Source: an optimization exercise on an open RTL-to-GDS flow (aim: small area, a short achievable clock period and few clock cycles per item). Production flows keep margins and buffers that such runs may drop. No functional check of the RTL was part of any run shown here.

--- design/flow/flow/run.sh ---
#!/bin/bash
# Standard layout, with the timing repair aiming further below the clock
# period and small port buffers.
set -euo pipefail
bash standard.sh SETUP_SLACK_MARGIN=5.8 "BUFFER_PORTS_ARGS=-buffer_cell sky130_fd_sc_hd__buf_1" finish > standard_flow.log 2>&1
--- design/flow/standard.sh ---
#!/bin/bash
# synth_recipe.tcl (not shown) runs the flow's synth.tcl, then flattens the netlist and writes it again
# the make line also repeats each setting of config.mk as NAME=value (left out here)
make -C /OpenROAD-flow-scripts/flow DESIGN_CONFIG=/design/flow/config.mk WORK_HOME=/design/flow/orfs CLKGATE_MAP_FILE= SYNTH_SCRIPT=/design/flow/synth_recipe.tcl "${@:-finish}"
--- design/flow/config.mk ---
export PLATFORM = sky130hd
export DESIGN_NAME = alu_top
export DESIGN_NICKNAME = alu_top
export VERILOG_FILES = /design/flow/design.v
export SDC_FILE = /design/flow/constraint.sdc
export NUM_CORES = 4
export LEC_CHECK = 0
export CAP_MARGIN = 20
export CORE_MARGIN = 2
export CORE_UTILIZATION = 65
export SLEW_MARGIN = 20
--- design/flow/constraint.sdc ---
create_clock -name core_clock -period 9.5 [get_ports {i_clk}]
set_input_delay 1.9000 -clock core_clock [delete_from_list [all_inputs] [get_ports {i_clk}]]
set_output_delay 1.9000 -clock core_clock [all_outputs]
set_load 0.01 [all_outputs]
--- design/flow/design.v ---
package alu_pkg;
    localparam int DATA_W = 16;
    localparam int FRAC_W = 10;
    typedef logic signed [DATA_W-1:0]   fx_t;
    typedef logic [4:0]                 cnt_t;    
    typedef enum logic [3:0] {
        OP_FXADD = 4'd0,
        OP_FXSUB = 4'd1,
        OP_FXMUL = 4'd2,
        OP_FXMAC = 4'd3,
        OP_CLZ   = 4'd5,
        OP_LRCW  = 4'd6,
        OP_LFSR  = 4'd7
    } op_e;
    typedef struct packed {
        op_e op;
        fx_t a;
        fx_t b;
    } alu_req_t;
    localparam int MUL_STEPS = 4;
endpackage
`timescale 1ns/10ps
module fx_arith (
    input  logic        i_clk,
    input  logic        i_first,   
    input  logic [1:0]  i_step,    
    input  logic        i_addsub,
    input  logic        i_sub,
    input  logic        i_mul,
    input  logic        i_mac_in,  
    input  logic [15:0] i_a,
    input  logic [15:0] i_b,       
    input  logic [3:0]  i_b_in,    
    input  logic [15:0] i_acc,
    output logic [15:0] o_res      
);
    function automatic [15:0] sat22(input logic [21:0] v);
        if (!v[21] && (|v[20:15])) begin
            sat22 = 16'h7FFF;
        end else if (v[21] && !(&v[20:15])) begin
            sat22 = 16'h8000;
        end else begin
            sat22 = v[15:0];
        end
    endfunction
    function automatic [15:0] sat17(input logic [16:0] v);
        if (v[16] != v[15]) begin
            sat17 = {v[16], {15{v[15]}}};
        end else begin
            sat17 = v[15:0];
        end
    endfunction
    function automatic [2:0] booth_enc(input logic [2:0] w);
        booth_enc[0] = w[1] ^ w[0];
        booth_enc[1] = (w[2] & ~w[1] & ~w[0]) | (~w[2] & w[1] & w[0]);
        booth_enc[2] = w[2];
    endfunction
    function automatic [16:0] booth_pp(input logic [2:0] e, input logic [15:0] a);
        logic [16:0] m;
        m = ({17{e[0]}} & {a[15], a}) | ({17{e[1]}} & {a, 1'b0});
        booth_pp = m ^ {17{e[2]}};
    endfunction
    logic [17:0] as_sum;
    logic [16:0] as_res;
    assign as_sum = {i_a[15], i_a[15], i_a, 1'b1} + {i_b[15], i_b[15], i_b, i_sub};
    assign as_res = as_sum[17:1];
    logic [4:0]  win;
    logic [5:0]  enc_q;
    logic [26:0] h_q;       
    logic [7:0]  lo_q;      
    logic [26:0] x;
    logic [26:0] y;
    logic [26:0] cs_s;
    logic [26:0] cs_c;
    logic [27:0] step_sum;
    logic [26:0] sum;
    logic [16:0] pp0;
    logic [16:0] pp1;
    logic [15:0] acc_in;
    always_comb begin
        if (i_first) begin
            win = {i_b_in, 1'b0};
        end else begin
            case (i_step)
                2'd0:    win = i_b[7:3];
                2'd1:    win = i_b[11:7];
                default: win = i_b[15:11];
            endcase
        end
    end
    always_ff @(posedge i_clk) begin
        enc_q <= {booth_enc(win[4:2]), booth_enc(win[2:0])};
    end
    assign pp0  = booth_pp(enc_q[2:0], i_a);
    assign pp1  = booth_pp(enc_q[5:3], i_a);
    assign x    = {{10{pp0[16]}}, pp0};
    assign y    = {{8{pp1[16]}}, pp1, enc_q[5], enc_q[5]};
    assign cs_s = h_q ^ x ^ y;
    assign cs_c = (h_q & x) | (h_q & y) | (x & y);
    assign step_sum = {cs_s, 1'b1} + {cs_c[25:0], enc_q[5], enc_q[2]};
    assign sum      = step_sum[27:1];
    assign acc_in = i_acc & {16{i_mac_in}};
    always_ff @(posedge i_clk) begin
        if (i_first) begin
            h_q <= {{1{acc_in[15]}}, acc_in, 1'b1, 9'd0};
        end else begin
            h_q <= {{4{sum[26]}}, sum[26:4]};
        end
        lo_q <= {sum[3:0], lo_q[7:4]};
    end
    assign o_res = ({16{i_addsub}} & sat17(as_res))
                 | ({16{i_mul}}    & sat22({h_q[15:0], lo_q[7:2]}));
endmodule
`timescale 1ns/10ps
module bit_ops #(
    parameter int LFSR_MAX_STEPS = 8
) (
    input  logic        i_clk,
    input  logic        i_first,   
    input  logic [3:0]  i_b_in,    
    input  logic [15:0] i_a_in,    
    output logic [4:0]  o_clz_in,  
    input  logic        i_lrcw,
    input  logic        i_lfsr,    
    input  logic [15:0] i_a,
    input  logic [15:0] i_hi,      
    output logic [15:0] o_res      
);
    function automatic [4:0] clz16(input logic [15:0] v);
        logic [4:0] n;
        n = 5'd16;
        for (int i = 0; i < 16; i++) begin
            if (v[i]) begin
                n = 5'(15 - i);
            end
        end
        clz16 = n;
    endfunction
    function automatic [1:0] fa(input logic x, input logic y, input logic z);
        fa = {(x & y) | (x & z) | (y & z), x ^ y ^ z};
    endfunction
    function automatic [4:0] popcount(input logic [15:0] v);
        logic [1:0] a1, a2, a3, a4, a5, b6, b7, b8, b9, c10, c11, c12, c13, c14;
        a1  = fa(v[0], v[1], v[2]);
        a2  = fa(v[3], v[4], v[5]);
        a3  = fa(v[6], v[7], v[8]);
        a4  = fa(v[9], v[10], v[11]);
        a5  = fa(v[12], v[13], v[14]);
        b6  = fa(a1[0], a2[0], a3[0]);            
        b7  = fa(a4[0], a5[0], v[15]);            
        b8  = fa(a1[1], a2[1], a3[1]);            
        b9  = fa(a4[1], a5[1], 1'b0);             
        c10 = fa(b6[0], b7[0], 1'b0);             
        c11 = fa(b6[1], b7[1], b8[0]);            
        c12 = fa(b8[1], b9[1], c11[1]);           
        c13 = fa(b9[0], c10[1], c11[0]);          
        c14 = fa(c12[0], c13[1], 1'b0);           
        popcount = {c12[1] & c14[1], c12[1] ^ c14[1], c14[0], c13[0], c10[0]};
    endfunction
    logic [4:0] n_q;
    always_ff @(posedge i_clk) begin
        if (i_first) begin
            n_q <= {1'b0, i_b_in};
        end else begin
            n_q <= popcount(i_a);
        end
    end
    logic [7:0]  fb;
    logic [15:0] lo;
    logic [15:0] hi;
    logic [30:0] x;
    always_comb begin
        for (int j = 1; j <= 8; j++) begin
            fb[8-j] = i_hi[16-j] ^ i_hi[14-j] ^ i_hi[13-j] ^ i_hi[11-j];
        end
    end
    assign lo = i_lrcw ? ~i_hi : {fb, 8'd0};
    assign hi = i_hi ^ {16{n_q[4]}};
    always_comb begin
        x = {hi, lo[15:1]};
        if (n_q[3]) x = {x[22:0], 8'd0};
        if (n_q[2]) x = {x[26:0], 4'd0};
        if (n_q[1]) x = {x[28:0], 2'd0};
        if (n_q[0]) x = {x[29:0], 1'd0};
    end
    assign o_clz_in = clz16(i_a_in);
    assign o_res    = {16{i_lrcw | i_lfsr}} & x[30:15];
endmodule
`timescale 1ns/10ps
module alu_ctrl (
    input  logic        i_clk,
    input  logic        i_rst_n,
    input  logic        i_req,
    input  logic [3:0]  i_op,         
    input  logic        i_mul,        
    input  logic        i_lrcw,       
    input  logic [15:0] i_arith_res,  
    input  logic [15:0] i_bits_res,   
    input  logic [4:0]  i_clz_in,     
    output logic        o_first,      
    output logic [1:0]  o_step,       
    output logic        o_acc_ok,     
    output logic [15:0] o_acc,
    output logic        o_ack,
    output logic [15:0] o_result
);
    logic        busy_q;
    logic        last_q;     
    logic        ack_q;
    logic [1:0]  step_q;
    logic [15:0] result_q;   
    logic        acc_ok_q;   
    logic        one_cycle;
    logic        is_clz;
    logic        at_once;    
    logic        take_now;
    assign one_cycle = !((i_op == alu_pkg::OP_FXMUL) || (i_op == alu_pkg::OP_FXMAC)
                         || (i_op == alu_pkg::OP_LRCW));
    assign is_clz    = (i_op == alu_pkg::OP_CLZ);
    assign at_once   = !((i_op == alu_pkg::OP_FXADD) || (i_op == alu_pkg::OP_FXSUB)
                         || (i_op == alu_pkg::OP_FXMUL) || (i_op == alu_pkg::OP_FXMAC)
                         || (i_op == alu_pkg::OP_LRCW) || (i_op == alu_pkg::OP_LFSR));
    assign take_now  = !busy_q && !ack_q && i_req && at_once;
    always_ff @(posedge i_clk or negedge i_rst_n) begin
        if (!i_rst_n) begin
            busy_q <= 1'b0;
            last_q <= 1'b0;
            ack_q  <= 1'b0;
            step_q <= 2'd0;
        end else begin
            if (!busy_q) begin
                step_q <= 2'd0;
                if (!ack_q && i_req && at_once) begin
                    ack_q  <= 1'b1;
                end else if (!ack_q && i_req) begin
                    busy_q <= 1'b1;
                    last_q <= one_cycle;
                end else if (ack_q && !i_req) begin
                    ack_q  <= 1'b0;
                end
            end else if (last_q) begin
                busy_q <= 1'b0;
                last_q <= 1'b0;
                ack_q  <= 1'b1;
            end else begin
                step_q <= step_q + 2'd1;
                last_q <= i_lrcw || (step_q == 2'd3);
            end
        end
    end
    always_ff @(posedge i_clk) begin
        if (busy_q && last_q) begin
            result_q <= i_arith_res | i_bits_res;
        end else if (take_now) begin
            result_q <= {11'd0, i_clz_in & {5{is_clz}}};
        end
    end
    always_ff @(posedge i_clk or negedge i_rst_n) begin
        if (!i_rst_n) begin
            acc_ok_q <= 1'b0;
        end else if ((busy_q && last_q) || take_now) begin
            acc_ok_q <= 1'b1;
        end
    end
    assign o_first  = !busy_q;
    assign o_step   = step_q;
    assign o_acc_ok = acc_ok_q;
    assign o_acc    = result_q;
    assign o_result = result_q;
    assign o_ack    = ack_q;
endmodule
`timescale 1ns/10ps
module alu_top #(
    parameter int LFSR_MAX_STEPS = 8
) (
    input  logic     i_clk,
    input  logic     i_rst_n,
    input  logic     i_req,
    input  alu_pkg::alu_req_t i_cmd,
    output logic     o_ack,
    output alu_pkg::fx_t      o_result
);
    logic        f_add, f_sub, f_mul, f_mac, f_lrcw, f_lfsr;
    logic [15:0] a_q;
    logic [15:0] bx_q;      
    logic        first;
    logic [1:0]  step;
    logic [15:0] acc;
    logic        acc_ok;
    logic [15:0] arith_res;
    logic [15:0] bits_res;
    logic [4:0]  clz_in;
    always_ff @(posedge i_clk) begin
        f_add  <= (i_cmd.op == alu_pkg::OP_FXADD);
        f_sub  <= (i_cmd.op == alu_pkg::OP_FXSUB);
        f_mul  <= (i_cmd.op == alu_pkg::OP_FXMUL);
        f_mac  <= (i_cmd.op == alu_pkg::OP_FXMAC);
        f_lrcw <= (i_cmd.op == alu_pkg::OP_LRCW);
        f_lfsr <= (i_cmd.op == alu_pkg::OP_LFSR) && !((|i_cmd.b[15:4]) || (i_cmd.b[3] && (|i_cmd.b[2:0])));
        a_q    <= i_cmd.a;
        if (i_cmd.op == alu_pkg::OP_LFSR) begin
            bx_q <= i_cmd.a;
        end else begin
            bx_q <= i_cmd.b ^ {16{i_cmd.op == alu_pkg::OP_FXSUB}};
        end
    end
    alu_ctrl u_ctrl (
        .i_clk       (i_clk),
        .i_rst_n     (i_rst_n),
        .i_req       (i_req),
        .i_op        (i_cmd.op),
        .i_mul       (f_mul | f_mac),
        .i_lrcw      (f_lrcw),
        .i_arith_res (arith_res),
        .i_bits_res  (bits_res),
        .i_clz_in    (clz_in),
        .o_first     (first),
        .o_step      (step),
        .o_acc_ok    (acc_ok),
        .o_acc       (acc),
        .o_ack       (o_ack),
        .o_result    (o_result)
    );
    fx_arith u_fx_arith (
        .i_clk   (i_clk),
        .i_first (first),
        .i_step  (step),
        .i_addsub(f_add | f_sub),
        .i_sub   (f_sub),
        .i_mul   (f_mul | f_mac),
        .i_mac_in((i_cmd.op == alu_pkg::OP_FXMAC) && acc_ok),
        .i_a     (a_q),
        .i_b     (bx_q),
        .i_b_in  (i_cmd.b[3:0]),
        .i_acc   (acc),
        .o_res   (arith_res)
    );
    bit_ops #(
        .LFSR_MAX_STEPS (LFSR_MAX_STEPS)
    ) u_bit_ops (
        .i_clk   (i_clk),
        .i_first (first),
        .i_b_in  (i_cmd.b[3:0]),
        .i_a_in  (i_cmd.a),
        .o_clz_in(clz_in),
        .i_lrcw  (f_lrcw),
        .i_lfsr  (f_lfsr),
        .i_a     (a_q),
        .i_hi    (bx_q),
        .o_res   (bits_res)
    );
endmodule
==> metrics.md, run 1 <==
| Metric | Value |
|---|---|
| GPL Wtd Cong | `0.942` |
| Final #Nets | `1,227` |
| IO Port Bufs | `55` |
| Depth of the CTS H-tree | `3` |
| Core ar. | `0.0132 mm²` |
| Clock skew | `0.00792 ns` |
| Via count of the first global-routing pass | `7,466` |
| Final min period | `3.76 ns` |
| Residual DRC | `0` |
| Hpwl dp | `18,800 µm` |
| First DRT Iteration DRCs | `873` |
| Synth Area per Inst | `8.43 µm²` |
| Synth async-reset ratio | `5.83%` |
| Drt first pass iters | `7` |
| Root Buffer | `clkbuf_16` |
| Overflow after GRT | `0` |
| Seq/Total Area, Yosys | `25.6%` |
| Synth warn | `4` |
| Crit-path leading delay family | `compound AO/OA/AOI/OAI gates` |
| Startpoint Class | `flop` |
| Setup tns final | `0 ns` |
| Slowest library cell on the worst path | `fa_1` |
| Area leader, netlist | `dfxtp_1` |
| Largest net degree at the start of global routing | `36` |
| Die height | `120 µm` |
| Die area | `0.0145 mm²` |
| Cells along the critical path | `buf_12 > buf_4 > a22oi_2 > xor2_1 > fa_1 > inv_1 > ha_1 > a21o_1 > a2111oi_4 > nor3_2 > a221o_1 > a21oi_4 > a21oi_2 > or3_4 > a21oi_4 > a21o_1` |
| WHS | `0.367 ns` |
| Critical Path RT | `9.81 ns` |
| Status | `finished clean` |
| Final Core Density | `76.7%` |
| Met1 GRT Util | `48.7%` |
| Wire per inst | `20.6 µm` |
| Post-Syn Instances | `1,045` |
| CP max stage delay | `0.49 ns` |
| CTS Buf Count | `9` |
| Top cells by area, synth | `dfxtp_1 (18%), xnor2_1 (8.6%), fa_1 (8.2%)` |
| Tcrit/Tclk final | `39.5%` |
| Initial antenna violation count | `0` |
| Die width | `120 µm` |
| Ys flop type | `dfxtp_1` |
| Vias after detailed routing | `8,048` |
| Number of synthesized flops with an enable pin | `16` |
| Highest Clock Rate | `0.266 GHz` |
| Buffers & Inverters on Critical Path | `3` |
| Maxcap violations | `0` |
| Ports | `56` |
| Worst-Skew Late Latency | `0.37 ns` |
| Setup Crit Path Kind | `reg2reg` |
| CTS tree | `done` |
| Grt met2 use | `57.4%` |
| Area Overhead vs Synth | `15.3%` |
| RSZ-0062 raised after global routing | `yes` |
| Sink Count | `103` |
| Post-Synthesis Cell Area | `0.00881 mm²` |
| Setup violators final | `0` |
| Row count | `42` |
| Final Hold Fails | `0` |
| First-pass GRT wire length | `40,200 µm` |
| Longest Clk Path Bufs | `2` |
| Initial core utilization | `66.5%` |
| GRT Overall Usage | `36.0%` |
| Fin. max-slew vios | `0` |
| Drt via density | `6.28` |
| Reg clk slew, reported paths | `0.08 ns` |
| Most Crowded Layer GR | `met2` |
| Slew @ Worst Pin | `1.09 ns` |
| Crit-path max FO | `5` |
| Top-area cell type share of the netlist area | `18.4%` |
| CP Capture Type | `flop` |
| Slew HR | `27.0%` |
| Routed WL | `26,400 µm` |
| N_diodes | `0` |
| Detail Route Antenna Nets | `0` |
| GRT met3 Usage | `6.04%` |
| Hold/Removal Path Class | `reg2reg` |
| Synth unique cells | `70` |
| Syn_nets | `1,172` |
| Worst Path Arrival | `4.07 ns` |
| Synth top cells by count | `nor2_1 (87), xnor2_1 (87), dfxtp_1 (81), a21oi_1 (77), o21ai_0 (76)` |
| Fraction of layout cells with a size suffix above 1 | `14.3%` |
| Yosys reg bits | `103` |
[state kept, by name, indices dropped and copies added, names as in the netlist]
name / flops
u_bit_ops.n_q: 5
f_sub: 1
u_ctrl.acc_ok_q: 1
f_mul: 1
f_add: 1
u_ctrl.ack_q: 1
u_ctrl.step_q: 2
u_ctrl.busy_q: 1
a_q: 16
u_fx_arith.enc_q: 6
u_fx_arith.h_q: 26
f_lrcw: 1
bx_q: 16
f_mac: 1
f_lfsr: 1
u_ctrl.last_q: 1
u_ctrl.result_q: 16
u_fx_arith.lo_q: 6
[stage by stage]
stage,setup WS (ns),instance area (µm²),std cells
final,5.74,10200,1281
after CTS,5.80,9830,1263
after detailed placement,4.85,9130,1225
after global routing,5.62,10200,1281
after floorplan,5.81,8900,1045
after global placement,4.99,9130,1225
[layout by cell type (no fill, tap or decap), drive strengths merged, types with 26 or more instances in the layout]
| cell | Yosys | final |
|---|---|---|
| nor2 | 87 | 87 |
| dfxtp | 81 | 81 |
| nand2 | 71 | 71 |
| ha | 52 | 52 |
| xnor2 | 87 | 87 |
| o21ai | 77 | 77 |
| fa | 36 | 36 |
| a21o | 26 | 26 |
| buf | 6 | 99 |
| xor2 | 45 | 45 |
| inv | 72 | 74 |
| a22oi | 37 | 37 |
| a21oi | 80 | 80 |
[layer usage]
metal | routed length [µm] | up-vias
li1 | - | 3796
met2 | 12300 | 384
met5 | 0 | -
met4 | 1120 | 0
met3 | 1870 | 83
met1 | 11100 | 3785
[cell families (layout without fill, tap and decap cells)]
group,count (synthesis),count (layout),share of synthesized area (%)
adder cells (fa/ha/maj),88,88,15.6
XOR/XNOR,133,133,13.6
multiplexers,26,26,3.31
AND/OR/NAND/NOR,249,249,13.1
AO/OA/AOI/OAI,316,316,23.3
buffers and inverters,130,190,5.64
flip-flops,103,103,25.6
[worst paths after layout]
kind / startpoint / slack, ns / cells past startpoint / endpoint
worst min register to register: u_fx_arith.lo_q[7] / 0.37 / 0 / u_fx_arith.lo_q[3]
worst max-delay path: u_fx_arith.enc_q[1] / 5.74 / 16 / u_fx_arith.h_q[25]
worst max register to register: u_fx_arith.enc_q[1] / 5.74 / 16 / u_fx_arith.h_q[25]
worst min-delay path: u_fx_arith.lo_q[7] / 0.37 / 0 / u_fx_arith.lo_q[3]
max in group asynchronous: i_rst_n / 7.86 / 1 / u_ctrl.acc_ok_q
min in group asynchronous: i_rst_n / 1.39 / 1 / u_ctrl.last_q
[repair_timing]
item,in CTS,in global routing
buffers inserted,22,17
resized for setup,64,47
pin swaps,22,35
hold buffers,0,0
setup endpoints to repair,34,25
[worst reg2reg max path, delay by kind of cell, from the launching register on]
kind	cells	cell delay, ns
AND/OR/NAND/NOR	2	0.47
adder cells (fa/ha/maj)	2	0.71
flip-flops	1	0.38
AO/OA/AOI/OAI	8	1.70
buffers and inverters	3	0.31
XOR/XNOR	1	0.12
[area by class of cell]
type / count / area [µm²]
multi-input combinational: 812 / 6460
fill: 946 / 3080
sequential: 103 / 2300
timing repair buffer: 100 / 577
inverter: 74 / 282
clock buffer: 10 / 250
tap: 176 / 220
clock inverter: 6 / 72.6
==> run 2: changes to the inputs <==
--- a/design/flow/config.mk
+++ b/design/flow/config.mk
@@ -7,5 +7,5 @@
 export LEC_CHECK = 0
 export CAP_MARGIN = 20
 export CORE_MARGIN = 2
-export CORE_UTILIZATION = 65
+export CORE_UTILIZATION = 80
 export SLEW_MARGIN = 20
==> run 2 against run 1 <==
  * The flow now stops in global routing (5_1_grt)
  * Synthesized cell count stayed put
  * Synthesized area did not move
==> metrics.md, run 2 <==
| Metric | Value |
|---|---|
| GPL Wtd Cong | `0.978` |
| Yosys reg bits | `103` |
| First Err | `[ERROR GRT-0232] Routing congestion too high. Check the congestion heatmap in the GUI.` |
| Initial core utilization | `81.6%` |
| Synth unique cells | `70` |
| Top cells by area, synth | `dfxtp_1 (18%), xnor2_1 (8.6%), fa_1 (8.2%)` |
| Die width | `109 µm` |
| Hpwl dp | `19,100 µm` |
| Number of synthesized flops with an enable pin | `16` |
| Longest Clk Path Bufs | `2` |
| GRT Overall Usage | `96.5%` |
| Cts hold-fix bufs | `0` |
| Die height | `109 µm` |
| Sink Count | `103` |
| Post-Syn Instances | `1,045` |
| Synth warn | `4` |
| Depth of the CTS H-tree | `3` |
| Root Buffer | `clkbuf_8` |
| Synth Area per Inst | `8.43 µm²` |
| Post-Place Cells | `1,189` |
| IO Port Bufs | `55` |
| Crit. endpoint post-GRT repair | `u_fx_arith.h_q[21]$_DFF_P_/D` |
| Post-Synthesis Cell Area | `0.00881 mm²` |
| Row count | `38` |
| CTS Buf Count | `9` |
| Seq/Total Area, Yosys | `25.6%` |
| Largest net degree at the start of global routing | `36` |
| Syn_nets | `1,172` |
| Stop stage | `global routing (5_1_grt)` |
| Top-area cell type share of the netlist area | `18.4%` |
| Area leader, netlist | `dfxtp_1` |
| Ys flop type | `dfxtp_1` |
| Synth async-reset ratio | `5.83%` |
| Synth top cells by count | `nor2_1 (87), xnor2_1 (87), dfxtp_1 (81), a21oi_1 (77), o21ai_0 (76)` |
| Worst-path endpoint category | `sequential cell input` |
| Ports | `56` |
| Overflow after GRT | `984` |
| Status | `stopped before the end` |
[run 2: per-stage QoR]
stage	cell area (µm²)	hold WS (ns)	setup WS, ns
floorplan	8900	0.326	5.81
global placement	9080	0.345	5.03
detailed placement	9080	0.341	4.80
CTS	9910	0.361	5.78
[run 2: cell families after synthesis]
group	after synthesis	synth area share, %
buffers and inverters	130	5.64
AO/OA/AOI/OAI	316	23.3
AND/OR/NAND/NOR	249	13.1
XOR/XNOR	133	13.6
flip-flops	103	25.6
multiplexers	26	3.31
adder cells (fa/ha/maj)	88	15.6
[run 2: routing by layer]
layer  track usage [%]  GRT overflow
met2               130           730
met3              69.3            10
met5              19.6             1
met1              83.8             8
met4               115           235
[run 2: how the worst max path moves through the flow]
stage / cells after the start / slack, ns / startpoint / end
after floorplan: 17 / 5.81 / u_fx_arith.enc_q[5] / u_fx_arith.h_q[21]
after global placement: 15 / 5.03 / u_fx_arith.enc_q[5] / u_fx_arith.h_q[21]
after detailed placement: 15 / 4.80 / u_fx_arith.enc_q[5] / u_fx_arith.h_q[21]
after CTS: 14 / 5.78 / u_fx_arith.enc_q[0] / u_fx_arith.h_q[23]
[run 2: repair_timing]
item / in CTS
pin swaps: 30
gates resized for setup: 77
endpoints found under the hold margin: 0
gates cloned: 0
endpoints found under the setup margin: 36
buffers inserted: 39
==> run 3: changes to the inputs <==
==> design/flow/flow/run.sh (replaced) <==
#!/bin/bash
# Standard layout, with the timing repair aiming further below the clock
# period and small port buffers.
set -euo pipefail
bash standard.sh SETUP_SLACK_MARGIN=6.1 "BUFFER_PORTS_ARGS=-buffer_cell sky130_fd_sc_hd__buf_1" finish > standard_flow.log 2>&1
--- a/design/flow/config.mk
+++ b/design/flow/config.mk
@@ -7,5 +7,5 @@
 export LEC_CHECK = 0
 export CAP_MARGIN = 20
 export CORE_MARGIN = 2
-export CORE_UTILIZATION = 80
+export CORE_UTILIZATION = 65
 export SLEW_MARGIN = 20
==> run 3 against run 2 <==
  * The run now finishes clean
  * Synthesized cell count is the same
  * Synthesized area unchanged
==> metrics.md, run 3 <==
| Metric | Value |
|---|---|
| WHS | `0.366 ns` |
| Via count of the first global-routing pass | `7,748` |
| Area of the multi-input gates | `0.00677 mm²` |
| CTS Buf Count | `9` |
| Ports | `56` |
| Setup tns final | `0 ns` |
| Largest Register | `u_fx_arith.h_q` |
| Final #Nets | `1,253` |
| Fillers | `877` |
| Crit-path max FO | `7` |
| Worst Hold Launch | `u_fx_arith.lo_q[6]` |
| Largest family of logic cells by synthesized area | `compound AO/OA/AOI/OAI gates` |
| Area leader, netlist | `dfxtp_1` |
| Dpl ws | `5.27 ns` |
| Startpoint Class | `flop` |
| Yosys reg bits | `103` |
| Max reg flops | `26` |
| Cells on Worst Hold Path | `0` |
| Die area | `0.0145 mm²` |
| Core ar. | `0.0132 mm²` |
| Top-area cell type share of the netlist area | `18.4%` |
| Slew @ Worst Pin | `1.07 ns` |
| Top Metal Used | `met4` |
| CTS tree | `done` |
| Synth Area in Compound Gates | `23.3%` |
| Post-synthesis adder-cell area fraction | `15.6%` |
| FF-to-FF setup slack | `5.76 ns` |
| Highest Clock Rate | `0.267 GHz` |
| WHS Endpoint | `u_fx_arith.lo_q[2]` |
| CP Capture Type | `flop` |
| Worst r2r dst | `u_fx_arith.h_q[25]` |
| Die width | `120 µm` |
| Root Buffer | `clkbuf_16` |
| First DRT Iteration DRCs | `929` |
| Routed length on met2 | `13,100 µm` |
| Final Hold Fails | `0` |
| Number of synthesized flops with an enable pin | `16` |
| Hold/Removal Path Class | `reg2reg` |
| Maxcap violations | `0` |
| Row count | `42` |
| Seq/Total Area, Yosys | `25.6%` |
| Final min period | `3.74 ns` |
| Hpwl dp | `19,100 µm` |
| Overflow after GRT | `0` |
| Post-Synthesis Cell Area | `0.00881 mm²` |
| Syn_nets | `1,172` |
| Tcrit/Tclk final | `39.4%` |
| Most frequent cells in the layout | `nor2_1 (86), xnor2_1 (80), nand2_1 (70)` |
| Drt via density | `6.47` |
| Setup Crit Path Kind | `reg2reg` |
| Synth Area per Inst | `8.43 µm²` |
| GPL Wtd Cong | `0.958` |
| Fin. max-slew vios | `0` |
| Worst Path Arrival | `4.04 ns` |
| RSZ-0062 raised after global routing | `yes` |
| Synth async-reset ratio | `5.83%` |
| Synth warn | `4` |
| Vias after detailed routing | `8,451` |
| Area Overhead vs Synth | `20.9%` |
| Synth unique cells | `70` |
| Ys flop type | `dfxtp_1` |
| Detail Route Antenna Nets | `0` |
| Top cells by area, synth | `dfxtp_1 (18%), xnor2_1 (8.6%), fa_1 (8.2%)` |
| Status | `finished clean` |
| Met3 WL post-DR | `2460 µm` |
| Routed WL | `28,200 µm` |
| Initial antenna violation count | `0` |
| Reg clk slew, reported paths | `0.08 ns` |
| Reg2Reg Launch Point | `u_fx_arith.enc_q[0]` |
| Post-synthesis mux area share | `3.31%` |
| Longest Clk Path Bufs | `2` |
| Synth top cells by count | `nor2_1 (87), xnor2_1 (87), dfxtp_1 (81), a21oi_1 (77), o21ai_0 (76)` |
| Slew HR | `28.6%` |
| Post-Syn Instances | `1,045` |
| GRT Overall Usage | `37.3%` |
| Metal-1 WL | `11,400 µm` |
| N_diodes | `0` |
| Final worst slack | `5.76 ns` |
| Largest net degree at the start of global routing | `36` |
| Wire per inst | `21.6 µm` |
| First-pass GRT wire length | `41,700 µm` |
| Residual DRC | `0` |
| IO Port Bufs | `55` |
| Die height | `120 µm` |
| Post-Synth Simple-Gate Area | `13.1%` |
| Critical Path RT | `9.80 ns` |
| Post-Synth XOR/XNOR Area | `13.6%` |
| Commonest non-fill, non-tap cell in the layout | `nor2_1` |
| Fraction of layout cells with a size suffix above 1 | `20.8%` |
| Worst-Skew Late Latency | `0.36 ns` |
| FF-to-FF path depth | `15` |
| Setup violators final | `0` |
| Sink Count | `103` |
| Depth of the CTS H-tree | `3` |
| Clock skew | `0.0127 ns` |
| Register area | `0.00230 mm²` |
| Drt first pass iters | `6` |
| Initial core utilization | `66.5%` |
==> run 3: layout make-up <==
| class | instances | share of cell area (%) |
|---|---|---|
| multi-input combinational | 812 | 63.5 |
| clock inverter | 5 | 0.352 |
| inverter | 74 | 2.73 |
| timing repair buffer | 126 | 7.51 |
| sequential | 103 | 21.6 |
| clock buffer | 11 | 2.18 |
| tap | 176 | 2.07 |
==> run 3: critical path, stage by stage (launching register included) <==
cell and delay, ns:
dfxtp_4 0.38, a22oi_2 0.27, xor2_2 0.18, fa_1 0.44, inv_2 0.08, ha_4 0.21
a21oi_4 0.12, o21ai_2 0.09, a2111oi_4 0.38, nor3_2 0.09, a221o_1 0.41, a21oi_4 0.25
a21oi_2 0.10, or3_4 0.38, a21oi_4 0.17, a21o_1 0.12
==> run 3: logic make-up after synthesis <==
| family | after synthesis |
|---|---|
| and+or+nand+nor | 249 |
| DFF | 103 |
| muxes | 26 |
| adders and majority gates | 88 |
| xor gates and xnor gates | 133 |
| buffers and inverters | 130 |
| AOI/OAI and AO/OA | 316 |
==> run 3: worst max-delay path by stage <==
stage	startpoint	end	slack [ns]
after floorplan	u_fx_arith.enc_q[0]	u_fx_arith.h_q[22]	5.98
after global placement	u_fx_arith.enc_q[2]	u_fx_arith.h_q[22]	5.33
after detailed placement	u_fx_arith.enc_q[2]	u_fx_arith.h_q[21]	5.27
after CTS	a_q[1]	u_fx_arith.h_q[25]	5.87
after global routing	u_fx_arith.enc_q[0]	u_fx_arith.h_q[25]	5.60
final	u_fx_arith.enc_q[0]	u_fx_arith.h_q[25]	5.76
==> run 3: timing repair <==
| item | CTS | global route |
|---|---|---|
| setup buffers | 46 | 20 |
| endpoints found under the setup margin | 35 | 32 |
| hold buffers | 0 | 0 |
| pin swaps | 38 | 47 |
| resized for setup | 81 | 89 |
| hold endpoints to repair | 0 | 0 |
==> run 3: through the flow <==
stage	area, µm²	util (%)	std cells
3_5_place_dp	9270	70.0	1224
5_1_grt	10700	80.4	1307
3_3_place_gp	9270	70.0	1224
4_1_cts	10200	76.8	1286
2_1_floorplan	9110	-	1045
6_report	10700	80.4	1307
==> run 3: per-layer routing <==
| metal | vias up | GRT usage, % |
|---|---|---|
| met3 | 108 | 7.69 |
| met4 | 0 | 12.8 |
| met1 | 4014 | 50.6 |
| li1 | 3851 | - |
| met2 | 478 | 59.3 |
| met5 | - | 0 |
==> run 4: changes to the inputs <==
==> design/flow/flow/run.sh (replaced) <==
#!/bin/bash
# Standard layout, with the timing repair aiming further below the clock
# period and small port buffers.
set -euo pipefail
bash standard.sh SETUP_SLACK_MARGIN=6.0 "BUFFER_PORTS_ARGS=-buffer_cell sky130_fd_sc_hd__buf_1" finish > standard_flow.log 2>&1
--- a/design/flow/config.mk
+++ b/design/flow/config.mk
@@ -5,6 +5,7 @@
 export SDC_FILE = /design/flow/constraint.sdc
 export NUM_CORES = 4
 export LEC_CHECK = 0
+export ABC_AREA = 1
 export CAP_MARGIN = 20
 export CORE_MARGIN = 2
 export CORE_UTILIZATION = 65
==> run 4 against run 3 <==
  * Synthesized area grew 7.1%
  * Die area grew 6.8%
  * Still clean
  * First-iteration DRC count shrank 13%
  * Sequential share of layout area grew 0.60 points
  * Critical path type unchanged
  * Clock skew shrank 0.0041 ns
  * Routed wire length shrank 2.3%
  * Final cell count grew 24%
  * Sequential cell count is the same
==> metrics.md, run 4 <==
| Metric | Value |
|---|---|
| Status | `finished clean` |
| Die area | `0.0155 mm²` |
| Worst-Skew Late Latency | `0.36 ns` |
| GRT Overall Usage | `35.0%` |
| Maxcap violations | `0` |
| Depth of the CTS H-tree | `3` |
| Longest Clk Path Bufs | `2` |
| Sink Count | `103` |
| Reg clk slew, reported paths | `0.08 ns` |
| Worst Path Arrival | `3.69 ns` |
| Post-synthesis adder-cell area fraction | `14.5%` |
| Tcrit/Tclk final | `36.2%` |
| Initial antenna violation count | `0` |
| Row count | `44` |
| Post-synthesis mux area share | `0.106%` |
| Overflow after GRT | `0` |
| Routed WL | `27,500 µm` |
| FF-to-FF path depth | `16` |
| Reg2Reg Launch Point | `u_fx_arith.enc_q[0]` |
| Root Buffer | `clkbuf_16` |
| CTS Buf Count | `9` |
| Yosys reg bits | `103` |
| Final cell area excluding filler cells | `0.0102 mm²` |
| Die height | `124 µm` |
| Wire per inst | `17.0 µm` |
| Metal-1 WL | `11,800 µm` |
| Ports | `56` |
| Top cells by area, synth | `dfxtp_1 (17%), nand2_1 (10%), nand3_1 (9.5%)` |
| Buffers & Inverters on Critical Path | `2` |
| Final min period | `3.43 ns` |
| Post-Synth Simple-Gate Area | `27.9%` |
| Worst r2r dst | `u_fx_arith.h_q[22]` |
| Startpoint Class | `flop` |
| Drt via density | `5.82` |
| Fraction of layout cells with a size suffix above 1 | `6.25%` |
| Fillers | `1,281` |
| Number of synthesized flops with an enable pin | `16` |
| Area of the multi-input gates | `0.00624 mm²` |
| Setup Crit Path Kind | `reg2reg` |
| Core ar. | `0.0144 mm²` |
| Clock skew | `0.00866 ns` |
| Ys flop type | `dfxtp_1` |
| Synth Area per Inst | `6.75 µm²` |
| First-pass GRT wire length | `43,600 µm` |
| IO Port Bufs | `55` |
| Slew @ Worst Pin | `0.874 ns` |
| Critical Path RT | `9.75 ns` |
| Commonest non-fill, non-tap cell in the layout | `nand2_1` |
| First DRT Iteration DRCs | `812` |
| Final #Nets | `1,561` |
| Setup violators final | `0` |
| Largest net degree at the start of global routing | `34` |
| Post-Syn Instances | `1,398` |
| RSZ-0062 raised after global routing | `yes` |
| Synth warn | `4` |
| Synth async-reset ratio | `5.83%` |
| Max reg flops | `26` |
| Die width | `124 µm` |
| Syn_nets | `1,525` |
| Slew HR | `41.1%` |
| Fin. max-slew vios | `0` |
| Synth Area in Compound Gates | `16.9%` |
| Largest Register | `u_fx_arith.h_q` |
| GPL Wtd Cong | `0.992` |
| N_diodes | `0` |
| Initial core utilization | `65.6%` |
| Detail Route Antenna Nets | `0` |
| Post-Synth XOR/XNOR Area | `6.21%` |
| Final Hold Fails | `0` |
| FF-to-FF setup slack | `6.07 ns` |
| Vias after detailed routing | `9,451` |
| Synth unique cells | `48` |
| Setup tns final | `0 ns` |
| Worst path most repeated cell | `nand2_1` |
| Slowest library cell on the worst path | `fa_1` |
| CTS tree | `done` |
| CP Capture Type | `flop` |
| WHS Endpoint | `u_fx_arith.lo_q[3]` |
| Highest Clock Rate | `0.291 GHz` |
| Synth top cells by count | `nand2_1 (259), inv_1 (203), nand3_1 (179), nor2_1 (116), o21ai_0 (105)` |
| Largest family of logic cells by synthesized area | `simple AND/OR/NAND/NOR gates` |
| Most frequent cell after synthesis | `nand2_1` |
| CP max stage delay | `0.45 ns` |
| Via count of the first global-routing pass | `8,692` |
| Most frequent cells in the layout | `nand2_1 (256), inv_1 (197), nand3_1 (179)` |
| Met3 WL post-DR | `1750 µm` |
| Drt first pass iters | `5` |
| Fin cells | `1,623` |
| Hold/Removal Path Class | `reg2reg` |
| Area Overhead vs Synth | `7.84%` |
| Top Metal Used | `met4` |
| Hpwl dp | `21,600 µm` |
| Top-area cell type share of the netlist area | `17.2%` |
| Crit-path max FO | `6` |
| Worst Hold Launch | `u_fx_arith.lo_q[7]` |
| Crit-path leading delay family | `simple AND/OR/NAND/NOR gates` |
| Post-Place Cells | `1,594` |
| Area leader, netlist | `dfxtp_1` |
| Cells on Worst Hold Path | `0` |
| Seq/Total Area, Yosys | `23.9%` |
| Post-Synthesis Cell Area | `0.00943 mm²` |
| Cell Area, Placed | `0.00968 mm²` |
| Register area | `0.00226 mm²` |
| Residual DRC | `0` |
| Cells along the critical path | `clkinvlp_2 > o22ai_1 > xor2_1 > fa_1 > ha_1 > nand2_1 > nor2_1 > inv_1 > nor3_1 > nand3_1 > nand4_1 > nand2_1 > nand3_1 > nand2_1 > nand3_1 > nand2_1` |
| Routed length on met2 | `12,600 µm` |
-- run 4: metrics by stage --
step | worst slack [ns] | hold slack (ns) | util, %
after detailed placement | 5.78 | 0.375 | 67.3
after global placement | 5.84 | 0.382 | 67.3
final | 6.07 | 0.407 | 70.8
after global routing | 5.89 | 0.410 | 70.8
after CTS | 6.02 | 0.396 | 69.5
after floorplan | 6.28 | 0.326 | -
-- run 4: cell type report --
cell class	instances	share of cell area (%)
timing repair inverter	4	0.271
tap	184	2.26
multi-input combinational	1042	61.4
inverter	208	7.90
clock inverter	5	0.480
sequential	103	22.2
timing repair buffer	66	3.00
clock buffer	11	2.50
-- run 4: logic make-up after synthesis --
| logic type | after synthesis |
|---|---|
| adders and majority gates | 88 |
| AOI/OAI and AO/OA | 281 |
| buffers and inverters | 253 |
| xor gates and xnor gates | 66 |
| DFF | 103 |
| and+or+nand+nor | 606 |
| muxes | 1 |
-- run 4: how the worst max path moves through the flow --
stage                         from                 end  cells after the start
6_report       u_fx_arith.enc_q[0]  u_fx_arith.h_q[22]                     16
5_1_grt        u_fx_arith.enc_q[4]  u_fx_arith.h_q[22]                     16
4_1_cts        u_fx_arith.enc_q[3]  u_fx_arith.h_q[15]                     15
3_5_place_dp   u_fx_arith.enc_q[5]  u_fx_arith.h_q[15]                     14
3_3_place_gp   u_fx_arith.enc_q[5]  u_fx_arith.h_q[15]                     14
2_1_floorplan  u_fx_arith.enc_q[2]  u_fx_arith.h_q[20]                     12
-- run 4: repair_timing --
item / in CTS / in global routing
setup endpoints to repair: 9 / 41
hold endpoints to repair: 0 / 0
cloned: 0 / 4
hold buffers: 0 / 0
gates resized for setup: 2 / 36
setup buffers: 0 / 9
-- run 4: layer usage --
layer	global-route usage (%)	vias up
met5	0	-
met4	15.4	0
li1	-	4690
met2	56.6	399
met3	5.33	77
met1	46.5	4285
==> run 5: changes to the inputs <==
==> design/flow/flow/run.sh (replaced) <==
#!/bin/bash
# Standard layout, with the timing repair aiming further below the clock
# period and small port buffers.
set -euo pipefail
bash standard.sh SETUP_SLACK_MARGIN=6.2 "BUFFER_PORTS_ARGS=-buffer_cell sky130_fd_sc_hd__buf_1" finish > standard_flow.log 2>&1
==> run 5 against run 4 <==
  * Routed wire length is 5.9% higher
  * Final cell count is 0.62% higher
  * Clock skew barely moved
  * Design area rose by 5.3%
  * Still clean
  * Highest routed layer unchanged
  * Worst setup slack improved by 0.17 ns
  * Global-route usage is 0.58 points higher
  * Synthesized cell count unchanged
  * Non-clock buffer count grew 12
  * Maximum frequency is 5.1% higher
==> metrics.md, run 5 <==
| Metric | Value |
|---|---|
| Wire per inst | `17.8 µm` |
| Slew @ Worst Pin | `0.854 ns` |
| Yosys reg bits | `103` |
| CTS tree | `done` |
| Initial antenna violation count | `0` |
| Post-synthesis adder-cell area fraction | `14.5%` |
| Hpwl dp | `21,600 µm` |
| Slew HR | `42.5%` |
| Seq/Total Area, Yosys | `23.9%` |
| Register area | `0.00228 mm²` |
| GPL Wtd Cong | `0.992` |
| Most frequent cells in the layout | `nand2_1 (251), inv_1 (196), nand3_1 (177)` |
| Met3 WL post-DR | `2130 µm` |
| Critical Path RT | `9.75 ns` |
| Maxcap violations | `0` |
| Ports | `56` |
| Worst Path Arrival | `3.52 ns` |
| Synth unique cells | `48` |
| Dpl ws | `5.78 ns` |
| Fillers | `1,161` |
| Top cells by area, synth | `dfxtp_1 (17%), nand2_1 (10%), nand3_1 (9.5%)` |
| Final min period | `3.27 ns` |
| Max reg flops | `26` |
| Setup Crit Path Kind | `reg2reg` |
| Post-Synth Simple-Gate Area | `27.9%` |
| Buffers & Inverters on Critical Path | `5` |
| Clock skew | `0.00817 ns` |
| Die height | `124 µm` |
| Fin cells | `1,633` |
| Number of synthesized flops with an enable pin | `16` |
| Ys flop type | `dfxtp_1` |
| Routed WL | `29,100 µm` |
| Routed length on met2 | `13,400 µm` |
| Sink Count | `103` |
| Detail Route Antenna Nets | `0` |
| Area Overhead vs Synth | `13.6%` |
| First-pass GRT wire length | `44,200 µm` |
| First DRT Iteration DRCs | `1,030` |
| Final worst slack | `6.23 ns` |
| GRT Overall Usage | `35.5%` |
| Cells along the critical path | `clkinvlp_4 > buf_4 > o22ai_1 > xor2_1 > fa_1 > inv_1 > ha_1 > nand2_1 > nor2_2 > inv_1 > nor2_1 > nand3_1 > nand4_1 > buf_4 > a21oi_1 > o21ai_0 > nand2_1` |
| Worst-Skew Late Latency | `0.37 ns` |
| Final Hold Fails | `0` |
| Die area | `0.0155 mm²` |
| Top Metal Used | `met4` |
| Top-area cell type share of the netlist area | `17.2%` |
| CP max stage delay | `0.50 ns` |
| Post-Syn Instances | `1,398` |
| Die width | `124 µm` |
| Synth async-reset ratio | `5.83%` |
| Crit-path leading delay family | `adder cells` |
| Synth top cells by count | `nand2_1 (259), inv_1 (203), nand3_1 (179), nor2_1 (116), o21ai_0 (105)` |
| Largest net degree at the start of global routing | `34` |
| Post-Synthesis Cell Area | `0.00943 mm²` |
| Drt via density | `5.94` |
| Tcrit/Tclk final | `34.4%` |
| Commonest non-fill, non-tap cell in the layout | `nand2_1` |
| Initial core utilization | `65.6%` |
| Longest Clk Path Bufs | `2` |
| Most frequent cell after synthesis | `nand2_1` |
| Critical Path Source | `u_fx_arith.enc_q[0]` |
| IO Port Bufs | `55` |
| Startpoint Class | `flop` |
| Slowest library cell on the worst path | `fa_1` |
| Largest family of logic cells by synthesized area | `simple AND/OR/NAND/NOR gates` |
| Reg2Reg Launch Point | `u_fx_arith.enc_q[0]` |
| Status | `finished clean` |
| Highest Clock Rate | `0.306 GHz` |
| RSZ-0062 raised after global routing | `yes` |
| Area of the multi-input gates | `0.00665 mm²` |
| Hold/Removal Path Class | `reg2reg` |
| Synth Area per Inst | `6.75 µm²` |
| Via count of the first global-routing pass | `8,811` |
| Root Buffer | `clkbuf_16` |
| Final cell area excluding filler cells | `0.0107 mm²` |
| Setup tns final | `0 ns` |
| Cell Area, Placed | `0.00968 mm²` |
| Setup violators final | `0` |
| Vias after detailed routing | `9,699` |
| Drt first pass iters | `5` |
| Fin. max-slew vios | `0` |
| Metal-1 WL | `12,000 µm` |
| Reg clk slew, reported paths | `0.08 ns` |
| Final #Nets | `1,571` |
| CP Capture Type | `flop` |
| Depth of the CTS H-tree | `3` |
| Post-Synth XOR/XNOR Area | `6.21%` |
| Syn_nets | `1,525` |
| Residual DRC | `0` |
| Fraction of layout cells with a size suffix above 1 | `11.2%` |
| Synth warn | `4` |
| Post-Place Cells | `1,594` |
| Largest Register | `u_fx_arith.h_q` |
| Post-synthesis mux area share | `0.106%` |
| Area leader, netlist | `dfxtp_1` |
| Row count | `44` |
| Cts hold-fix bufs | `0` |
| CTS Buf Count | `9` |
| N_diodes | `0` |
| Worst Hold Launch | `u_fx_arith.lo_q[7]` |
| Core ar. | `0.0144 mm²` |
| Synth Area in Compound Gates | `16.9%` |
| Crit-path max FO | `6` |
| Overflow after GRT | `0` |
-- run 5: cell counts after synthesis --
No cell type changed its count.
-- run 5: worst paths after layout --
path | end | slack [ns] | cells after the start
worst min register to register | u_fx_arith.lo_q[3] | 0.41 | 0
worst max-delay path | u_fx_arith.h_q[14] | 6.23 | 17
max in group asynchronous | u_ctrl.step_q[1] | 7.81 | 1
worst min-delay path | u_fx_arith.lo_q[3] | 0.41 | 0
worst max register to register | u_fx_arith.h_q[14] | 6.23 | 17
min in group asynchronous | u_ctrl.acc_ok_q | 1.42 | 1
-- run 5: metal layers --
| layer | global-route usage [%] | vias up |
|---|---|---|
| met4 | 18.4 | 0 |
| li1 | - | 4719 |
| met3 | 5.63 | 92 |
| met2 | 56.6 | 495 |
| met5 | 0 | - |
| met1 | 46.8 | 4393 |
-- run 5: kinds of logic after synthesis --
family | after synthesis
compound gates | 281
buf+inv | 253
xor+xnor | 66
fa+ha+maj | 88
mux | 1
simple gates | 606
flops | 103
-- run 5: worst register-to-register path, stage by stage, from the launching register on --
cell        delay, ns
dfxtp_4          0.39
clkinvlp_4       0.16
buf_4            0.20
o22ai_1          0.19
xor2_1           0.12
fa_1             0.50
inv_1            0.05
ha_1             0.36
nand2_1          0.12
nor2_2           0.13
inv_1            0.05
nor2_1           0.14
nand3_1          0.10
nand4_1          0.22
buf_4            0.16
a21oi_1          0.05
o21ai_0          0.13
nand2_1          0.07
-- run 5: repair_timing --
| action | in CTS | in global routing |
|---|---|---|
| pin swaps | 1 | 20 |
| setup endpoints to repair | 30 | 52 |
| setup buffers | 7 | 13 |
| gates cloned | 2 | 1 |
| resized for setup | 17 | 105 |
-- run 5: layout make-up --
type,count,share of cell area (%)
Inverter,208,7.51
Sequential cell,103,21.3
Timing Repair Buffer,78,4.09
Multi-Input combinational cell,1042,62.0
Clock buffer,11,2.37
Timing Repair inverter,2,0.140
Tap cell,184,2.15
Clock inverter,5,0.455
-- run 5: through the flow --
step	util [%]	hold slack (ns)
2_1_floorplan	-	0.326
3_3_place_gp	67.3	0.382
3_5_place_dp	67.3	0.375
4_1_cts	70.4	0.396
5_1_grt	74.6	0.410
6_report	74.6	0.406
==> run 6: changes to the inputs <==
--- a/design/flow/design.v
+++ b/design/flow/design.v
@@ -24,14 +24,16 @@
     input  logic        i_clk,
     input  logic        i_first,   
     input  logic [1:0]  i_step,    
-    input  logic        i_addsub,
-    input  logic        i_sub,
+    input  logic [15:0] i_a_in,    
+    input  logic [15:0] i_bx_in,   
+    input  logic        i_sub_in,  
     input  logic        i_mul,
     input  logic        i_mac_in,  
     input  logic [15:0] i_a,
     input  logic [15:0] i_b,       
     input  logic [3:0]  i_b_in,    
     input  logic [15:0] i_acc,
+    output logic [15:0] o_as_res,  
     output logic [15:0] o_res      
 );
     function automatic [15:0] sat22(input logic [21:0] v);
@@ -62,7 +64,8 @@
     endfunction
     logic [17:0] as_sum;
     logic [16:0] as_res;
-    assign as_sum = {i_a[15], i_a[15], i_a, 1'b1} + {i_b[15], i_b[15], i_b, i_sub};
+    assign as_sum = {i_a_in[15], i_a_in[15], i_a_in, 1'b1}
+                  + {i_bx_in[15], i_bx_in[15], i_bx_in, i_sub_in};
     assign as_res = as_sum[17:1];
     logic [4:0]  win;
     logic [5:0]  enc_q;
@@ -108,8 +111,8 @@
         end
         lo_q <= {sum[3:0], lo_q[7:4]};
     end
-    assign o_res = ({16{i_addsub}} & sat17(as_res))
-                 | ({16{i_mul}}    & sat22({h_q[15:0], lo_q[7:2]}));
+    assign o_as_res = sat17(as_res);
+    assign o_res    = {16{i_mul}} & sat22({h_q[15:0], lo_q[7:2]});
 endmodule
 `timescale 1ns/10ps
 module bit_ops #(
@@ -197,6 +200,7 @@
     input  logic [15:0] i_arith_res,  
     input  logic [15:0] i_bits_res,   
     input  logic [4:0]  i_clz_in,     
+    input  logic [15:0] i_as_in,      
     output logic        o_first,      
     output logic [1:0]  o_step,       
     output logic        o_acc_ok,     
@@ -212,13 +216,14 @@
     logic        acc_ok_q;   
     logic        one_cycle;
     logic        is_clz;
+    logic        is_as;
     logic        at_once;    
     logic        take_now;
     assign one_cycle = !((i_op == alu_pkg::OP_FXMUL) || (i_op == alu_pkg::OP_FXMAC)
                          || (i_op == alu_pkg::OP_LRCW));
     assign is_clz    = (i_op == alu_pkg::OP_CLZ);
-    assign at_once   = !((i_op == alu_pkg::OP_FXADD) || (i_op == alu_pkg::OP_FXSUB)
-                         || (i_op == alu_pkg::OP_FXMUL) || (i_op == alu_pkg::OP_FXMAC)
+    assign is_as     = (i_op == alu_pkg::OP_FXADD) || (i_op == alu_pkg::OP_FXSUB);
+    assign at_once   = !((i_op == alu_pkg::OP_FXMUL) || (i_op == alu_pkg::OP_FXMAC)
                          || (i_op == alu_pkg::OP_LRCW) || (i_op == alu_pkg::OP_LFSR));
     assign take_now  = !busy_q && !ack_q && i_req && at_once;
     always_ff @(posedge i_clk or negedge i_rst_n) begin
@@ -252,7 +257,7 @@
         if (busy_q && last_q) begin
             result_q <= i_arith_res | i_bits_res;
         end else if (take_now) begin
-            result_q <= {11'd0, i_clz_in & {5{is_clz}}};
+            result_q <= {11'd0, i_clz_in & {5{is_clz}}} | (i_as_in & {16{is_as}});
         end
     end
     always_ff @(posedge i_clk or negedge i_rst_n) begin
@@ -280,9 +285,11 @@
     output logic     o_ack,
     output alu_pkg::fx_t      o_result
 );
-    logic        f_add, f_sub, f_mul, f_mac, f_lrcw, f_lfsr;
+    logic        f_mul, f_mac, f_lrcw, f_lfsr;
     logic [15:0] a_q;
     logic [15:0] bx_q;      
+    logic        sub_in;
+    logic [15:0] as_res;
     logic        first;
     logic [1:0]  step;
     logic [15:0] acc;
@@ -290,9 +297,8 @@
     logic [15:0] arith_res;
     logic [15:0] bits_res;
     logic [4:0]  clz_in;
+    assign sub_in = (i_cmd.op == alu_pkg::OP_FXSUB);
     always_ff @(posedge i_clk) begin
-        f_add  <= (i_cmd.op == alu_pkg::OP_FXADD);
-        f_sub  <= (i_cmd.op == alu_pkg::OP_FXSUB);
         f_mul  <= (i_cmd.op == alu_pkg::OP_FXMUL);
         f_mac  <= (i_cmd.op == alu_pkg::OP_FXMAC);
         f_lrcw <= (i_cmd.op == alu_pkg::OP_LRCW);
@@ -301,7 +307,7 @@
         if (i_cmd.op == alu_pkg::OP_LFSR) begin
             bx_q <= i_cmd.a;
         end else begin
-            bx_q <= i_cmd.b ^ {16{i_cmd.op == alu_pkg::OP_FXSUB}};
+            bx_q <= i_cmd.b;
         end
     end
     alu_ctrl u_ctrl (
@@ -314,6 +320,7 @@
         .i_arith_res (arith_res),
         .i_bits_res  (bits_res),
         .i_clz_in    (clz_in),
+        .i_as_in     (as_res),
         .o_first     (first),
         .o_step      (step),
         .o_acc_ok    (acc_ok),
@@ -325,14 +332,16 @@
         .i_clk   (i_clk),
         .i_first (first),
         .i_step  (step),
-        .i_addsub(f_add | f_sub),
-        .i_sub   (f_sub),
+        .i_a_in  (i_cmd.a),
+        .i_bx_in (i_cmd.b ^ {16{sub_in}}),
+        .i_sub_in(sub_in),
         .i_mul   (f_mul | f_mac),
         .i_mac_in((i_cmd.op == alu_pkg::OP_FXMAC) && acc_ok),
         .i_a     (a_q),
         .i_b     (bx_q),
         .i_b_in  (i_cmd.b[3:0]),
         .i_acc   (acc),
+        .o_as_res(as_res),
         .o_res   (arith_res)
     );
     bit_ops #(
==> design/flow/flow/run.sh (replaced) <==
#!/bin/bash
# Standard layout, with the timing repair aiming further below the clock
# period and small port buffers.
set -euo pipefail
bash standard.sh SETUP_SLACK_MARGIN=5.8 "BUFFER_PORTS_ARGS=-buffer_cell sky130_fd_sc_hd__buf_1" finish > standard_flow.log 2>&1
--- a/design/flow/config.mk
+++ b/design/flow/config.mk
@@ -5,7 +5,6 @@
 export SDC_FILE = /design/flow/constraint.sdc
 export NUM_CORES = 4
 export LEC_CHECK = 0
-export ABC_AREA = 1
 export CAP_MARGIN = 20
 export CORE_MARGIN = 2
 export CORE_UTILIZATION = 65
==> run 6 against run 5 <==
  * Non-clock buffer count up 18
  * Worst setup slack worse by 2.1 ns
  * Global-route usage up 1.9 points
  * Register-to-register slack worse by 0.23 ns
  * Synthesized area down 2.8%
  * Design area down 2.9%
  * Sequential cell count down 2
  * Final cell count down 20%
==> metrics.md, run 6 <==
| Metric | Value |
|---|---|
| Detail Route Antenna Nets | `0` |
| Max reg flops | `26` |
| Via count of the first global-routing pass | `7,933` |
| CTS Buf Count | `9` |
| Worst Path Arrival | `5.45 ns` |
| Reg clk slew, reported paths | `0.08 ns` |
| Longest Clk Path Bufs | `2` |
| Drt first pass iters | `5` |
| Routed length on met2 | `13,100 µm` |
| Number of synthesized flops with an enable pin | `16` |
| Largest net degree at the start of global routing | `31` |
| Fraction of layout cells with a size suffix above 1 | `13.8%` |
| Initial core utilization | `66.3%` |
| Fin cells | `1,305` |
| Setup Crit Path Kind | `in2reg` |
| Status | `finished clean` |
| Initial antenna violation count | `0` |
| Top Metal Used | `met4` |
| Post-Synthesis Cell Area | `0.00917 mm²` |
| Synth async-reset ratio | `5.94%` |
| CTS tree | `done` |
| Wire per inst | `21.3 µm` |
| Fillers | `1,020` |
| Post-Syn Instances | `1,064` |
| Met3 WL post-DR | `2130 µm` |
| Setup tns final | `0 ns` |
| Ports | `56` |
| Residual DRC | `0` |
| Startpoint Class | `input port` |
| Row count | `43` |
| First DRT Iteration DRCs | `916` |
| Metal-1 WL | `11,200 µm` |
| Synth Area per Inst | `8.62 µm²` |
| N_diodes | `0` |
| Final Hold Fails | `0` |
| Syn_nets | `1,193` |
| Vias after detailed routing | `8,565` |
| Ys flop type | `dfxtp_1` |
| Drt via density | `6.56` |
| GRT Overall Usage | `37.4%` |
| Overflow after GRT | `0` |
| Most frequent cells in the layout | `nor2_1 (83), nand2_1 (79), dfxtp_1 (73)` |
| Largest Register | `u_fx_arith.h_q` |
| Slew @ Worst Pin | `1.07 ns` |
| Highest Clock Rate | `0.186 GHz` |
| Most frequent cell after synthesis | `nor2_1` |
| Critical Path RT | `9.58 ns` |
| WHS | `0.404 ns` |
| Setup violators final | `0` |
| Die height | `123 µm` |
| RSZ-0062 raised after global routing | `yes` |
| First-pass GRT wire length | `42,500 µm` |
| CP Capture Type | `flop` |
| Seq/Total Area, Yosys | `24.1%` |
| Final #Nets | `1,249` |
| Crit-path max FO | `6` |
| Routed WL | `27,800 µm` |
| Sink Count | `101` |
| Dpl ws | `3.05 ns` |
| Area leader, netlist | `dfxtp_1` |
| Hold/Removal Path Class | `reg2reg` |
| Hpwl dp | `20,100 µm` |
| Top cells by area, synth | `dfxtp_1 (17%), fa_1 (8.1%), ha_1 (7.2%)` |
| GPL Wtd Cong | `0.978` |
| Maxcap violations | `0` |
| Post-Place Cells | `1,254` |
| Depth of the CTS H-tree | `3` |
| IO Port Bufs | `55` |
| Fin. max-slew vios | `0` |
| Synth unique cells | `73` |
| Synth top cells by count | `nor2_1 (85), nand2_1 (80), dfxtp_1 (79), inv_1 (69), o21ai_0 (59)` |
| Top-area cell type share of the netlist area | `17.3%` |
| Tcrit/Tclk final | `56.5%` |
| Area Overhead vs Synth | `13.5%` |
| Slew HR | `27.8%` |
| Clock skew | `0.0117 ns` |
| Final worst slack | `4.13 ns` |
| Commonest non-fill, non-tap cell in the layout | `nor2_1` |
| Synth warn | `4` |
| Core ar. | `0.0138 mm²` |
| Die width | `123 µm` |
| Yosys reg bits | `101` |
| Worst-Skew Late Latency | `0.36 ns` |
| Die area | `0.0151 mm²` |
| Root Buffer | `clkbuf_16` |
| Final min period | `5.37 ns` |
## run 6: cell types whose count changed in the layout (fill, tap and decap cells not counted), sizes merged, moves of 19 or more
cell	change
a22oi	+39
o22ai	-28
nor2	-32
mux2i	+19
a21oi	-49
inv	-126
xnor2	+38
nand3	-159
buf	+19
nand2	-184
mux2	+23
o21ai	-48
## run 6: worst paths after layout
check	from	end	slack [ns]	cells past startpoint
worst min-delay path	u_fx_arith.lo_q[7]	u_fx_arith.lo_q[3]	0.40	0
worst max register to register	u_fx_arith.enc_q[4]	u_fx_arith.h_q[22]	6.00	12
max in group asynchronous	i_rst_n	u_ctrl.step_q[0]	7.84	1
worst min register to register	u_fx_arith.lo_q[7]	u_fx_arith.lo_q[3]	0.40	0
worst max-delay path	i_cmd[33]	u_ctrl.result_q[12]	4.13	16
min in group asynchronous	i_rst_n	u_ctrl.ack_q	1.41	1
## run 6: worst max-delay path: stages
cell and delay (ns):
buf_8 0.10, nor4b_4 0.29, buf_6 0.18, xor2_1 0.16, ha_1 0.30, buf_4 0.16
a311o_1 0.35, a2111oi_4 0.36, o21ai_2 0.10, and2_4 0.17, xor2_4 0.16, ha_4 0.26
or4_1 0.38, or3_1 0.35, o311ai_2 0.11, o22ai_1 0.12
## run 6: metal layers
| layer | up-vias | global-route usage (%) |
|---|---|---|
| met1 | 4051 | 48.9 |
| met2 | 443 | 61.3 |
| met3 | 92 | 5.34 |
| met5 | - | 0 |
| met4 | 0 | 17.2 |
| li1 | 3979 | - |
## run 6: cell type report
type | instances | area, µm² | share of cell area [%]
clock buffers | 9 | 225 | 2.16
inverters | 76 | 290 | 2.79
flip-flops and latches | 101 | 2230 | 21.5
clock inverters | 7 | 76.3 | 0.733
repair buffers | 96 | 588 | 5.65
multi-input cells | 836 | 6770 | 65.0
well taps | 180 | 225 | 2.16
## run 6: through the flow
stage          util [%]  instance area, µm²
2_1_floorplan         -                9200
3_3_place_gp       68.5                9470
3_5_place_dp       68.5                9470
4_1_cts            73.6               10200
5_1_grt            75.3               10400
6_report           75.3               10400
## run 6: logic make-up after synthesis
| group | share of synthesized area (%) |
|---|---|
| buffers and inverters | 5.36 |
| xor gates and xnor gates | 11.0 |
| and+or+nand+nor | 15.1 |
| adders and majority gates | 15.3 |
| DFF | 24.1 |
| AOI/OAI and AO/OA | 23.1 |
| muxes | 5.99 |
## run 6: repair_timing
| item | 4_1_cts | 5_1_grt |
|---|---|---|
| buffers inserted | 23 | 11 |
| pin swaps | 18 | 17 |
| gates resized for setup | 49 | 38 |
| cloned | 1 | 0 |
| hold buffers | 0 | 0 |
| endpoints found under the setup margin | 33 | 26 |

## afterwards: timing with drivers on the ports
In the flow no input, the clock included, has a driving cell. The finished layouts below were timed again as built, in two steps.
Step 1 assumes that a clkbuf_16 drives the clock port and a buf_2 every other input.
Step 2 adds t to the input delays and takes it off the output delays; t is the mean of the earliest and latest rising clock arrival at the registers after step 1. Input paths then give back, and output paths get back, about the clock's delay inside the block.
Three values: no drivers, after step 1, after step 2; two values: the first two.
run | t, ns | slack for setup (ns) | hold WS [ns] | worst setup path at the end | worst data-port slew with drivers (ns)
run 1 | 0.406 | 5.743 / 5.743 / 5.536 | 0.367 / 0.367 / 0.367 | input to register | 0.03
run 3 | 0.403 | 5.758 / 5.758 / 5.654 | 0.366 / 0.366 / 0.366 | input to register | 0.03
run 4 | 0.405 | 6.066 / 6.066 / 5.784 | 0.407 / 0.407 / 0.407 | input to register | 0.08
run 5 | 0.407 | 6.232 / 6.232 / 6.031 | 0.406 / 0.406 / 0.406 | input to register | 0.08
run 6 | 0.403 | 4.133 / 4.138 / 3.735 | 0.404 / 0.404 / 0.404 | input to register | 0.05
After both steps setup and hold are still met in every run listed. For run 6, which loses most, drivers alone change the setup slack by +0.005 ns; drivers and shift together by -0.398 ns.
